Context: an optimization exercise on an open-source flow, tuned for small area, a short achievable clock period and few clock cycles per item. The choices shown serve that exercise and are no tape-out recipe.
Where RTL was checked, it was by simulation tests only, not by an equivalence proof against the original.
No activity file was given, so power comes from the tool's default toggle rates.

// bson_field_locator
module bson_field_locator (
  input  logic                 clk,
  input  logic                 rst,
  input  logic                 in_valid,
  output logic                 in_ready,
  input  logic [7:0]           doc_byte,
  input  logic                 doc_last,
  output logic                 out_valid,
  input  logic                 out_ready,
  output logic [1:0]           status,
  output logic [bfl_pkg::OUT_OFS_W-1:0] element_offset,
  output logic [7:0]           element_type,
  output logic [bfl_pkg::OUT_OFS_W-1:0] value_offset,
  input  logic                 cfg_valid,
  output logic                 cfg_ready,
  input  logic [1:0]           cfg_index,
  input  logic [63:0]          cfg_data
);
For scale: roughly 1200 cells after synthesis, roughly 260 flip-flops, ~12000 um^2 of cells after synthesis.
export LEC_CHECK = 0
export ABC_AREA = 1
export CAP_MARGIN = 20
export CORE_MARGIN = 2
export CORE_UTILIZATION = 40
export CTS_CLUSTER_DIAMETER = 80
export CTS_CLUSTER_SIZE = 30
export SETUP_SLACK_MARGIN = 2.8
export SLEW_MARGIN = 20
create_clock -name core_clock -period 5.0 [get_ports {clk}]
standard.sh (not shown) runs the stock make flow with config.mk's settings and CLKGATE_MAP_FILE= SYNTH_SCRIPT=/design/flow/synth_recipe.tcl, a recipe that flattens the netlist after the stock synthesis.
==> flow/flow/run.sh <==
#!/bin/bash
# The standard layout (the standard.sh: its synthesis, floorplan, placement, CTS and routing
# unchanged), with the port buffers that global placement inserts made buf_1 cells instead of the
# default delay-buffer cells. Every input and output port still gets its own buffer.
set -euo pipefail
bash standard.sh "BUFFER_PORTS_ARGS=-buffer_cell sky130_fd_sc_hd__buf_1" finish > standard_make.log 2>&1
Then changed:
--- a/flow/design.v
+++ b/flow/design.v
@@ -94,22 +94,22 @@
   logic [1:0]  st;
   logic        in_rdy;
   logic        in_fire, proc, emit, found, emit_fire, clear_res, ov_next;
   logic [1:0]  emit_status;
   logic        name_match, name_end, cnt3;
   logic [7:0]  tgt_next;
   assign in_ready  = in_rdy;
   assign cfg_ready = 1'b1;
   assign in_fire   = in_valid && in_rdy;
   always_ff @(posedge clk) begin
-    if (cfg_valid && cfg_index == bfl_pkg::REG_NAME_LOW)  name_lo <= cfg_data;
-    if (cfg_valid && cfg_index == bfl_pkg::REG_NAME_HIGH) name_hi <= cfg_data;
+    if (cfg_valid && !rst && cfg_index == bfl_pkg::REG_NAME_LOW)  name_lo <= cfg_data;
+    if (cfg_valid && !rst && cfg_index == bfl_pkg::REG_NAME_HIGH) name_hi <= cfg_data;
   end
   always_ff @(posedge clk) begin
     if (rst) begin
       lo_set  <= 1'b0;
       hi_set  <= 1'b0;
       len_eff <= 5'd1;
     end else if (cfg_valid) begin
       case (cfg_index)
         bfl_pkg::REG_NAME_LOW:  lo_set <= 1'b1;
         bfl_pkg::REG_NAME_HIGH: hi_set <= 1'b1;
@@ -300,31 +300,36 @@
       if (p_len) begin
         skip  <= nlen;
         s_end <= n_one;
       end
       if (p_skip) begin
         skip  <= skip - 32'd1;
         s_end <= s_two;
       end
     end
   end
-  logic        pos_ld, pos_inc, es_ld, st_ld;
-  logic [23:0] pos_new;
-  assign pos_ld  = proc && (clear_res || (p_hdr && cnt3) || (!p_hdr && !p_idle));
-  assign pos_new = clear_res ? 24'd0 : (p_hdr ? 24'd4 : pos + 24'd1);
-  assign es_ld   = proc && (clear_res || p_type);
-  assign st_ld   = proc && emit;
-  always_ff @(posedge clk) begin
-    pos    <= (pos_new & {24{pos_ld}}) | (pos & {24{!pos_ld}});
-    estart <= (pos & {24{es_ld && !clear_res}}) | (estart & {24{!es_ld}});
-    etype  <= (cur & {8{es_ld && !clear_res}}) | (etype & {8{!es_ld}});
-    st     <= (emit_status & {2{st_ld}}) | (st & {2{!st_ld}});
+  always_ff @(posedge clk) begin
+    if (proc) begin
+      if (clear_res) begin
+        pos    <= 24'd0;
+        estart <= 24'd0;
+        etype  <= 8'd0;
+      end else begin
+        if (p_hdr && cnt3) pos <= 24'd4;
+        else if (!p_hdr && !p_idle) pos <= pos + 24'd1;
+        if (p_type) begin
+          estart <= pos;
+          etype  <= cur;
+        end
+      end
+      if (emit) st <= emit_status;
+    end
   end
   logic v_n, l_n;
   assign v_n = in_fire || (v_r && !proc);
   assign l_n = in_fire ? doc_last : last;
   always_ff @(posedge clk) begin
     if (rst) begin
       out_valid <= 1'b0;
       in_rdy    <= 1'b1;
       v_r       <= 1'b0;
     end else begin
Global-route usage fell by 0.20 points. Final cell count went up slightly. Die area increases slightly. Cell area grows by a few percent. Via count climbs slightly. Setup slack improves by 0.070 ns. Clock power is about the same. Flip-flop and latch count does not change. Power goes down by a few percent. Wire length came out higher by a few percent. Area after synthesis increases slightly. Sequential share of layout area came out higher by 0.97 points. Worst hold slack gains 0.029 ns. Sequential power is lower slightly.
Testbench counts after the change, summed over its fixed seeds: cycles 48,421, items 48,258.
For the first run of this note, only the layout was checked, not whether the RTL still works.

Another version of the RTL of bson_field_locator (not shown whole).
For scale: ~250 flip-flops, about 12000 um2 of cells after synthesis.
export LEC_CHECK = 0
export ABC_AREA = 1
export CAP_MARGIN = 20
export CORE_MARGIN = 2
export CORE_UTILIZATION = 40
export CTS_CLUSTER_DIAMETER = 80
export CTS_CLUSTER_SIZE = 30
export SETUP_SLACK_MARGIN = 2.8
export SLEW_MARGIN = 20
create_clock -name core_clock -period 5.0 [get_ports {clk}]
Scripts as last shown in full above: flow/flow/run.sh
The starting point ran to the end with no violations.
Next try:
--- a/flow/design.v
+++ b/flow/design.v
@@ -79,37 +79,36 @@
   logic        lo_set, hi_set;
   logic [4:0]  len_eff;             
   logic [7:0]  cur;
   logic        zero_byte, last, v_r;
   logic        p_hdr, p_type, p_name, p_len, p_skip, p_rx1, p_rx2, p_idle;
   logic [4:0]  cnt;                 
   logic        mism;                
   logic        bad;                 
   logic        flag;                
   logic [7:0]  tgt_r;               
   logic [31:0] skip;                
   logic [23:0] pos;                 
-  logic [23:0] estart;              
   logic [1:0]  st;
   logic        in_rdy;
   logic        in_fire, proc, emit, found, emit_fire, clear_res, ov_next;
   logic [1:0]  emit_status;
   logic        name_match, name_end, cnt3;
   logic [7:0]  tgt_next;
   assign in_ready  = in_rdy;
   assign cfg_ready = 1'b1;
   assign in_fire   = in_valid && in_rdy;
   always_ff @(posedge clk) begin
-    if (cfg_valid && cfg_index == bfl_pkg::REG_NAME_LOW)  name_lo <= cfg_data;
-    if (cfg_valid && cfg_index == bfl_pkg::REG_NAME_HIGH) name_hi <= cfg_data;
+    if (cfg_valid && !rst && cfg_index == bfl_pkg::REG_NAME_LOW)  name_lo <= cfg_data;
+    if (cfg_valid && !rst && cfg_index == bfl_pkg::REG_NAME_HIGH) name_hi <= cfg_data;
   end
   always_ff @(posedge clk) begin
     if (rst) begin
       lo_set  <= 1'b0;
       hi_set  <= 1'b0;
       len_eff <= 5'd1;
     end else if (cfg_valid) begin
       case (cfg_index)
         bfl_pkg::REG_NAME_LOW:  lo_set <= 1'b1;
         bfl_pkg::REG_NAME_HIGH: hi_set <= 1'b1;
         bfl_pkg::REG_NAME_LEN:  len_eff <= cfg_data[4] ? 5'd16 : {1'b0, cfg_data[3:0]};
         default: ;
@@ -292,51 +291,48 @@
         if (cnt[1:0] == 2'd0) begin
           mism <= (cur[7:4] == 4'h0);
           bad  <= (cur[7:4] == 4'hf);
         end else begin
           mism <= mism && zero_byte;
           bad  <= bad && (cur == 8'hff);
         end
       end
     end
   end
   always_ff @(posedge clk) begin
     if (proc) begin
-      if (p_type) skip <= {cur, 24'd0};
-      if (name_end && !name_match) skip <= {28'd0, t_size};
+      if (p_type) skip <= {cur, pos};
+      if (name_end && !name_match) begin
+        skip  <= {28'd0, t_size};
+      end
       if (p_len) skip <= nlen;
       if (p_skip) skip <= skip - 32'd1;
       if (clear_res) skip <= 32'd0;
     end
   end
   always_ff @(posedge clk) begin
     if (proc) begin
-      if (clear_res) begin
-        pos    <= 24'd0;
-        estart <= 24'd0;
-      end else begin
-        if (p_hdr && cnt3) pos <= 24'd4;
-        else if (!p_hdr && !p_idle) pos <= pos + 24'd1;
-        if (p_type) estart <= pos;
-      end
+      if (clear_res) pos <= 24'd0;
+      else if (p_hdr && cnt3) pos <= 24'd4;
+      else if (!p_hdr && !p_idle) pos <= pos + 24'd1;
       if (emit) st <= emit_status;
     end
   end
   logic v_n, l_n;
   assign v_n = in_fire || (v_r && !proc);
   assign l_n = in_fire ? doc_last : last;
   always_ff @(posedge clk) begin
     if (rst) begin
       out_valid <= 1'b0;
       in_rdy    <= 1'b1;
       v_r       <= 1'b0;
     end else begin
       out_valid <= ov_next;
       v_r       <= v_n;
       in_rdy    <= !v_n || !ov_next || (emit_fire && !(last && l_n));
     end
   end
   assign status         = st;
-  assign element_offset = estart;
+  assign element_offset = skip[23:0];
   assign element_type   = skip[31:24];
   assign value_offset   = pos;
 endmodule
=> Setup slack got worse by 0.082 ns. Total power decreases by about 10%. Utilization increases by 3.2 points. Via count increases by about 5%. Area after synthesis decreases by 6.7%. Routed wire length increases by 9.4%. Fmax decreases by 3.6%. Synthesized cell count decreases by about 3%. Flip-flop and latch count decreases by 24. Design area decreases by 1.7%.
No functional check of the RTL was part of any run of this note.

Another version of the RTL of bson_field_locator (not shown whole).
Size: ~1300 cells after synthesis, roughly 260 flip-flops, roughly 140 I/O pins, ~0.012 mm^2 of cells after synthesis.
clock: 5.0 ns
lec_check: 0
abc_area: 1
cap_margin: 20
core_margin: 2
core_utilization: 40
cts_cluster_diameter: 80
cts_cluster_size: 30
setup_slack_margin: 2.8
slew_margin: 20
Scripts as last shown in full above: flow/flow/run.sh
The baseline finished with timing, DRC and antenna clean.
Then changed:
--- a/flow/design.v
+++ b/flow/design.v
@@ -79,25 +79,24 @@
   logic        lo_set, hi_set;
   logic [4:0]  len_eff;             
   logic [7:0]  cur;
   logic        zero_byte, last, v_r;
   logic        p_hdr, p_type, p_name, p_len, p_skip, p_rx1, p_rx2, p_idle;
   logic [4:0]  cnt;                 
   logic        mism;                
   logic        bad;                 
   logic        flag;                
   logic [7:0]  tgt_r;               
   logic [31:0] skip;                
   logic [23:0] pos;                 
-  logic [23:0] estart;              
   logic [1:0]  st;
   logic        in_rdy;
   logic        in_fire, proc, emit, found, emit_fire, clear_res, ov_next;
   logic [1:0]  emit_status;
   logic        name_match, name_end, cnt3;
   logic [7:0]  tgt_next;
   assign in_ready  = in_rdy;
   assign cfg_ready = 1'b1;
   assign in_fire   = in_valid && in_rdy;
   always_ff @(posedge clk) begin
     if (cfg_valid && cfg_index == bfl_pkg::REG_NAME_LOW)  name_lo <= cfg_data;
     if (cfg_valid && cfg_index == bfl_pkg::REG_NAME_HIGH) name_hi <= cfg_data;
@@ -214,26 +213,25 @@
     end else if (p_type && zero_byte) begin
       emit = 1'b1;
     end else if (name_end && name_match) begin
       emit        = 1'b1;
       found       = 1'b1;
       emit_status = bfl_pkg::ST_FOUND;
     end else if (name_end && bad) begin
       emit        = 1'b1;
       emit_status = bfl_pkg::ST_BAD_TYPE;
     end
   end
   assign clear_res = (last && !p_idle) || (p_type && zero_byte) || (name_end && !name_match && bad);
-  logic blk;                          
-  assign proc      = v_r && !blk;
+  assign proc      = v_r && (!out_valid || p_idle || (p_hdr && !cnt3 && !last));
   assign emit_fire = proc && emit;
   assign ov_next   = emit_fire || (out_valid && !out_ready);
   always_ff @(posedge clk) begin
     if (rst) begin
       p_hdr  <= 1'b1;
       p_type <= 1'b0;
       p_name <= 1'b0;
       p_len  <= 1'b0;
       p_skip <= 1'b0;
       p_rx1  <= 1'b0;
       p_rx2  <= 1'b0;
       p_idle <= 1'b0;
@@ -293,54 +291,48 @@
         if (cnt[1:0] == 2'd0) begin
           mism <= (cur[7:4] == 4'h0);
           bad  <= (cur[7:4] == 4'hf);
         end else begin
           mism <= mism && zero_byte;
           bad  <= bad && (cur == 8'hff);
         end
       end
     end
   end
   always_ff @(posedge clk) begin
     if (proc) begin
-      if (p_type) skip <= {cur, 24'd0};
-      if (name_end && !name_match) skip <= {28'd0, t_size};
+      if (p_type) skip <= {cur, pos};
+      if (name_end && !name_match) begin
+        skip  <= {28'd0, t_size};
+      end
       if (p_len) skip <= nlen;
       if (p_skip) skip <= skip - 32'd1;
       if (clear_res) skip <= 32'd0;
     end
   end
   always_ff @(posedge clk) begin
     if (proc) begin
-      if (clear_res) begin
-        pos    <= 24'd0;
-        estart <= 24'd0;
-      end else begin
-        if (p_hdr && cnt3) pos <= 24'd4;
-        else if (!p_hdr && !p_idle) pos <= pos + 24'd1;
-        if (p_type) estart <= pos;
-      end
+      if (clear_res) pos <= 24'd0;
+      else if (p_hdr && cnt3) pos <= 24'd4;
+      else if (!p_hdr && !p_idle) pos <= pos + 24'd1;
       if (emit) st <= emit_status;
     end
   end
-  logic v_n, l_n, blk_n;
-  assign v_n   = in_fire || (v_r && !proc);
-  assign l_n   = in_fire ? doc_last : last;
-  assign blk_n = ov_next && !(emit_fire && !(last && l_n));
+  logic v_n, l_n;
+  assign v_n = in_fire || (v_r && !proc);
+  assign l_n = in_fire ? doc_last : last;
   always_ff @(posedge clk) begin
     if (rst) begin
       out_valid <= 1'b0;
       in_rdy    <= 1'b1;
       v_r       <= 1'b0;
-      blk       <= 1'b0;
     end else begin
       out_valid <= ov_next;
       v_r       <= v_n;
-      blk       <= blk_n;
-      in_rdy    <= !v_n || !blk_n;
+      in_rdy    <= !v_n || !ov_next || (emit_fire && !(last && l_n));
     end
   end
   assign status         = st;
-  assign element_offset = estart;
+  assign element_offset = skip[23:0];
   assign element_type   = skip[31:24];
   assign value_offset   = pos;
 endmodule
What happened: The changed run produced a clean layout. Wire length is higher by 12%. Non-clock buffer count went up by 63. Die area goes down by 5.6%. First-iteration DRC count grows by 15%. Final area barely changes. Global-route usage goes up by 3.2 points. Clock power stays flat. Combinational power grows by 29%. Sequential cell count went down by 25. Power falls by 2.6%. Count of clock-buffer cells in the layout went down by 2. Synthesized area goes down by 5.7%.
No run of this note included a check of the RTL's function; only the layout flow was run.

re-timing with driven ports:
The results above use ideal ports. As a check the final layouts listed here were re-extracted and re-timed, cells and wires unchanged. Step 1 (the two cells are an assumption about what drives the block):
set clk [get_ports {clk}]
set_driving_cell -lib_cell sky130_fd_sc_hd__clkbuf_16 $clk
set_driving_cell -lib_cell sky130_fd_sc_hd__buf_2 [delete_from_list [all_inputs] $clk]
Step 2 adds t to the input delays and takes it off the output delays; t is the mean of the earliest and latest rising clock arrival at the registers after step 1. Input paths then give back, and output paths get back, about the clock's delay inside the block. a / b / c = ideal / step 1 / step 2; a / b = the first two.
run | shift t [ns] | slack for setup (ns) | hold WS [ns] | worst register clock-pin slew, ns | worst data-port slew with drivers (ns)
the first run of note 1 | 0.551 | 2.774 / 2.723 / 2.431 | 0.459 / 0.459 / 0.459 | 0.12 / 0.12 | 0.08
the second run of note 1 | 0.543 | 2.844 / 2.795 / 2.519 | 0.488 / 0.488 / 0.488 | 0.11 / 0.11 | 0.06
the first run of note 2 | 0.550 | 2.830 / 2.780 / 2.437 | 0.485 / 0.485 / 0.485 | 0.11 / 0.11 | 0.05
the second run of note 2 | 0.548 | 2.748 / 2.700 / 2.343 | 0.467 / 0.467 / 0.467 | 0.11 / 0.11 | 0.06
the first run of note 3 | 0.541 | 2.776 / 2.729 / 2.482 | 0.467 / 0.467 / 0.467 | 0.11 / 0.11 | 0.04
the second run of note 3 | 0.540 | 2.764 / 2.718 / 2.458 | 0.493 / 0.493 / 0.493 | 0.12 / 0.12 | 0.05
After both steps every run listed still meets setup and hold. For the second run of note 2, which loses most, drivers alone change the setup slack by -0.048 ns; drivers and shift together by -0.405 ns.
